What follows belongs to an exercise in optimizing a design on an open flow for small area and a short achievable clock period; a production flow would make more cautious choices. Only simulation tests tie the RTL to the original design; equivalence was not proved. Power and IR drop assume default switching activity.

// kmeans_cluster_store
module kmeans_cluster_store
#(
    parameter int K      = kmeans_pkg::K_DEF,
    parameter int DATA_W = kmeans_pkg::DATA_W_DEF,
    parameter int DEPTH  = kmeans_pkg::DEPTH_DEF,
    parameter int IDX_W  = $clog2(K),
    parameter int ADDR_W = $clog2(DEPTH),
    parameter int CNT_W  = ADDR_W + 1
    ,parameter int SUM_W = DATA_W + ADDR_W
) (
    input  logic              clk,
    input  logic              reset,
    input  logic              in_valid,
    output logic              in_ready,
    input  logic [DATA_W-1:0] in_data,
    input  logic [IDX_W-1:0]  in_idx,
    input  logic              clr,
    input  logic              rd_en,
    input  logic [IDX_W-1:0]  rd_sel,
    input  logic [ADDR_W-1:0] rd_addr,
    output logic              rd_valid,
    output logic [DATA_W-1:0] rd_data,
    output logic [CNT_W-1:0]  cnt,
    output logic [K-1:0]      full,
    output logic              err
    ,output logic [SUM_W-1:0] sum
);
    localparam int NW   = K * DEPTH;         
    localparam int LO_W = 3;                 
    localparam int HI_W = ADDR_W - LO_W;
    localparam int N1 = DEPTH / 8;
    localparam int N2 = N1 / 2;
    localparam int N3 = N2 / 2;
    logic [DATA_W-1:0] mem [NW];
    logic [CNT_W-1:0]  count [K];
    logic [SUM_W-1:0]  acc [K];
    logic [K-1:0]      xfer_k;
    logic              xfer_oob;
    logic [K-1:0]      rsel;        
    logic [ADDR_W-1:0] in_slot;     
    logic [K-1:0]      wq_en;
    logic [(1<<LO_W)-1:0] wq_lo;    
    logic [(1<<HI_W)-1:0] wq_hi;    
    logic [DATA_W-1:0] wq_data;
    always_comb begin
        in_ready = !clr;
        in_slot  = '0;
        for (int k = 0; k < K; k++) begin
            if (int'(in_idx) == k) in_slot = count[k][ADDR_W-1:0];
            full[k]   = count[k][ADDR_W];
            xfer_k[k] = in_valid && !clr && (int'(in_idx) == k) && !count[k][ADDR_W];
            if (int'(in_idx) == k && count[k][ADDR_W]) in_ready = 1'b0;
            rsel[k]   = (int'(rd_sel) == k);
  ...
Settings: LEC_CHECK=0, CAP_MARGIN=20, CORE_MARGIN=2, CORE_UTILIZATION=75, CTS_CLUSTER_DIAMETER=100, CTS_CLUSTER_SIZE=24, GPL_TIMING_DRIVEN=0, SETUP_SLACK_MARGIN=1.2, SLEW_MARGIN=20, SYNTH_HIERARCHICAL=1; clock period 3.5 ns.
standard.sh (not shown) runs the stock make flow with config.mk's settings and CLKGATE_MAP_FILE= SYNTH_SCRIPT=/design/flow/synth_recipe.tcl, a recipe that flattens the netlist after the stock synthesis.
==> flow/flow/run.sh <==
#!/bin/bash
# The standard layout (standard.sh), with two changes: the buffers that
# buffer_ports puts on every input and output port are buf_4 cells instead
# of the tool's default pick (a delay buffer), and the buffers that synthesis
# (ABC) inserted are removed at floorplan so that the placement-aware repair
# rebuilds the buffering. The make output goes to flow_standard.log; ORFS
# keeps each step's log under orfs/logs/.
set -uo pipefail
bash standard.sh "BUFFER_PORTS_ARGS=-buffer_cell sky130_fd_sc_hd__buf_4" REMOVE_ABC_BUFFERS=1 finish > flow_standard.log 2>&1
Then changed:
--- a/flow/design.v
+++ b/flow/design.v
@@ -51,40 +51,44 @@
 module kmeans_sel_dec #(
     parameter int K     = 3,
     parameter int SEL_W = 2
 ) (
     input  logic [SEL_W-1:0] sel,
     output logic [K-1:0]     y
 );
     always_comb begin
         for (int k = 0; k < K; k++) y[k] = (int'(sel) == k);
     end
 endmodule
-module kmeans_rd_pre #(
+module kmeans_rd_dec #(
     parameter int K      = 3,
     parameter int ADDR_W = 6,
     parameter int SEL_W  = 2,
     parameter int LO_W   = 3
 ) (
-    input  logic [SEL_W-1:0]                 sel,
-    input  logic [ADDR_W-1:0]                addr,
-    output logic [K*(1<<(ADDR_W-LO_W))-1:0]  hi_n,
-    output logic [(1<<LO_W)-1:0]             lo_n
+    input  logic [SEL_W-1:0]         sel,
+    input  logic [ADDR_W-1:0]        addr,
+    output logic [K*(1<<ADDR_W)-1:0] line
 );
     localparam int HI_W = ADDR_W - LO_W;
+    logic [K*(1<<HI_W)-1:0] hi;
+    logic [(1<<LO_W)-1:0]   lo;
     always_comb begin
         for (int k = 0; k < K; k++)
             for (int h = 0; h < (1 << HI_W); h++)
-                hi_n[k*(1<<HI_W) + h] = !((int'(sel) == k) && (int'(addr[ADDR_W-1:LO_W]) == h));
+                hi[k*(1<<HI_W) + h] = (int'(sel) == k) && (int'(addr[ADDR_W-1:LO_W]) == h);
         for (int l = 0; l < (1 << LO_W); l++)
-            lo_n[l] = !(int'(addr[LO_W-1:0]) == l);
+            lo[l] = (int'(addr[LO_W-1:0]) == l);
+        for (int i = 0; i < K*(1<<HI_W); i++)
+            for (int l = 0; l < (1 << LO_W); l++)
+                line[i*(1<<LO_W) + l] = hi[i] && lo[l];
     end
 endmodule
 module kmeans_cluster_store
 #(
     parameter int K      = kmeans_pkg::K_DEF,
     parameter int DATA_W = kmeans_pkg::DATA_W_DEF,
     parameter int DEPTH  = kmeans_pkg::DEPTH_DEF,
     parameter int IDX_W  = $clog2(K),
     parameter int ADDR_W = $clog2(DEPTH),
     parameter int CNT_W  = ADDR_W + 1
     ,parameter int SUM_W = DATA_W + ADDR_W
@@ -179,36 +183,32 @@
     end
     logic [NW-1:0]     line_a;      
     logic [NW-1:0]     line_b;      
     logic [K-1:0]      rsel_c;      
     logic [K-1:0]      rsel_s0;
     logic [K-1:0]      rsel_s1;
     logic [DATA_W-1:0] rd_next;
     logic              in_range;
     logic              pend_hit;    
     logic              take_mem;    
     logic              take_pend;   
-    logic [K*(1<<HI_W)-1:0] pre_hi_n;
-    logic [(1<<LO_W)-1:0]   pre_lo_n;
-    kmeans_rd_pre #(.K(K), .ADDR_W(ADDR_W), .SEL_W(IDX_W), .LO_W(LO_W)) u_pre (
+    kmeans_rd_dec #(.K(K), .ADDR_W(ADDR_W), .SEL_W(IDX_W)) u_dec_a (
         .sel  (rd_sel),
         .addr (rd_addr),
-        .hi_n (pre_hi_n),
-        .lo_n (pre_lo_n)
+        .line (line_a)
     );
-    for (genvar i = 0; i < K*(1<<HI_W); i++) begin : g_line
-        for (genvar l = 0; l < (1 << LO_W); l++) begin : g_l
-            kmeans_nor2 u_a (.a({pre_hi_n[i], pre_lo_n[l]}), .y(line_a[i*(1<<LO_W) + l]));
-            kmeans_nor2 u_b (.a({pre_hi_n[i], pre_lo_n[l]}), .y(line_b[i*(1<<LO_W) + l]));
-        end
-    end
+    kmeans_rd_dec #(.K(K), .ADDR_W(ADDR_W), .SEL_W(IDX_W)) u_dec_b (
+        .sel  (rd_sel),
+        .addr (rd_addr),
+        .line (line_b)
+    );
     kmeans_sel_dec #(.K(K), .SEL_W(IDX_W)) u_rsel_c  (.sel(rd_sel), .y(rsel_c));
     kmeans_sel_dec #(.K(K), .SEL_W(IDX_W)) u_rsel_s0 (.sel(rd_sel), .y(rsel_s0));
     kmeans_sel_dec #(.K(K), .SEL_W(IDX_W)) u_rsel_s1 (.sel(rd_sel), .y(rsel_s1));
     always_comb begin
         in_range = 1'b0;
         for (int k = 0; k < K; k++) begin
             if (rsel_c[k] && CNT_W'(rd_addr) < count[k]) in_range = 1'b1;
         end
         pend_hit  = (|(wq_en & rsel)) && wq_lo[rd_addr[LO_W-1:0]] && wq_hi[rd_addr[ADDR_W-1:LO_W]];
         take_mem  = rd_en && in_range && !pend_hit;
         take_pend = rd_en && in_range && pend_hit;
What happened:
- flip-flop and latch count stays the same
- power is higher by 0.62%
- via count is higher by 4.7%
- utilization hardly moves
- wire length is higher by 11%
- hold slack is better by 0.011 ns
- worst setup slack is better by 0.011 ns
- final area is higher by 1.2%
- cell count is higher by 2.0%
- area after synthesis is higher by 1.3%
- non-clock buffer count is higher by 38

## what the ideal ports hide
In the flow no input, the clock included, has a driving cell. The finished layouts below were timed again as built, in two steps. Step 1 assumes that a clkbuf_16 drives the clock port and a buf_2 every other input. Step 2 also shifts input and output timing later by t, the mid clock arrival at the registers, as if the neighbouring blocks saw the same clock. Slacks: ideal ports / drivers / drivers and shift; pairs: ideal ports / drivers.
| run | shift t [ns] | setup WS [ns] | worst hold slack (ns) | worst setup path after step 2 |
|---|---|---|---|---|
| the first run | 0.905 | 0.882 / 0.879 / 0.020 | 0.031 / -0.028 / 0.549 | input to register |
| the second run | 0.897 | 0.893 / 0.464 / -0.433 | 0.042 / -0.021 / 0.566 | input to register |
Met with ideal ports but missed after step 2: setup timing in the second run. The setup slack of the second run, which loses most, moves by -0.429 ns with the drivers and by -1.326 ns with both steps.
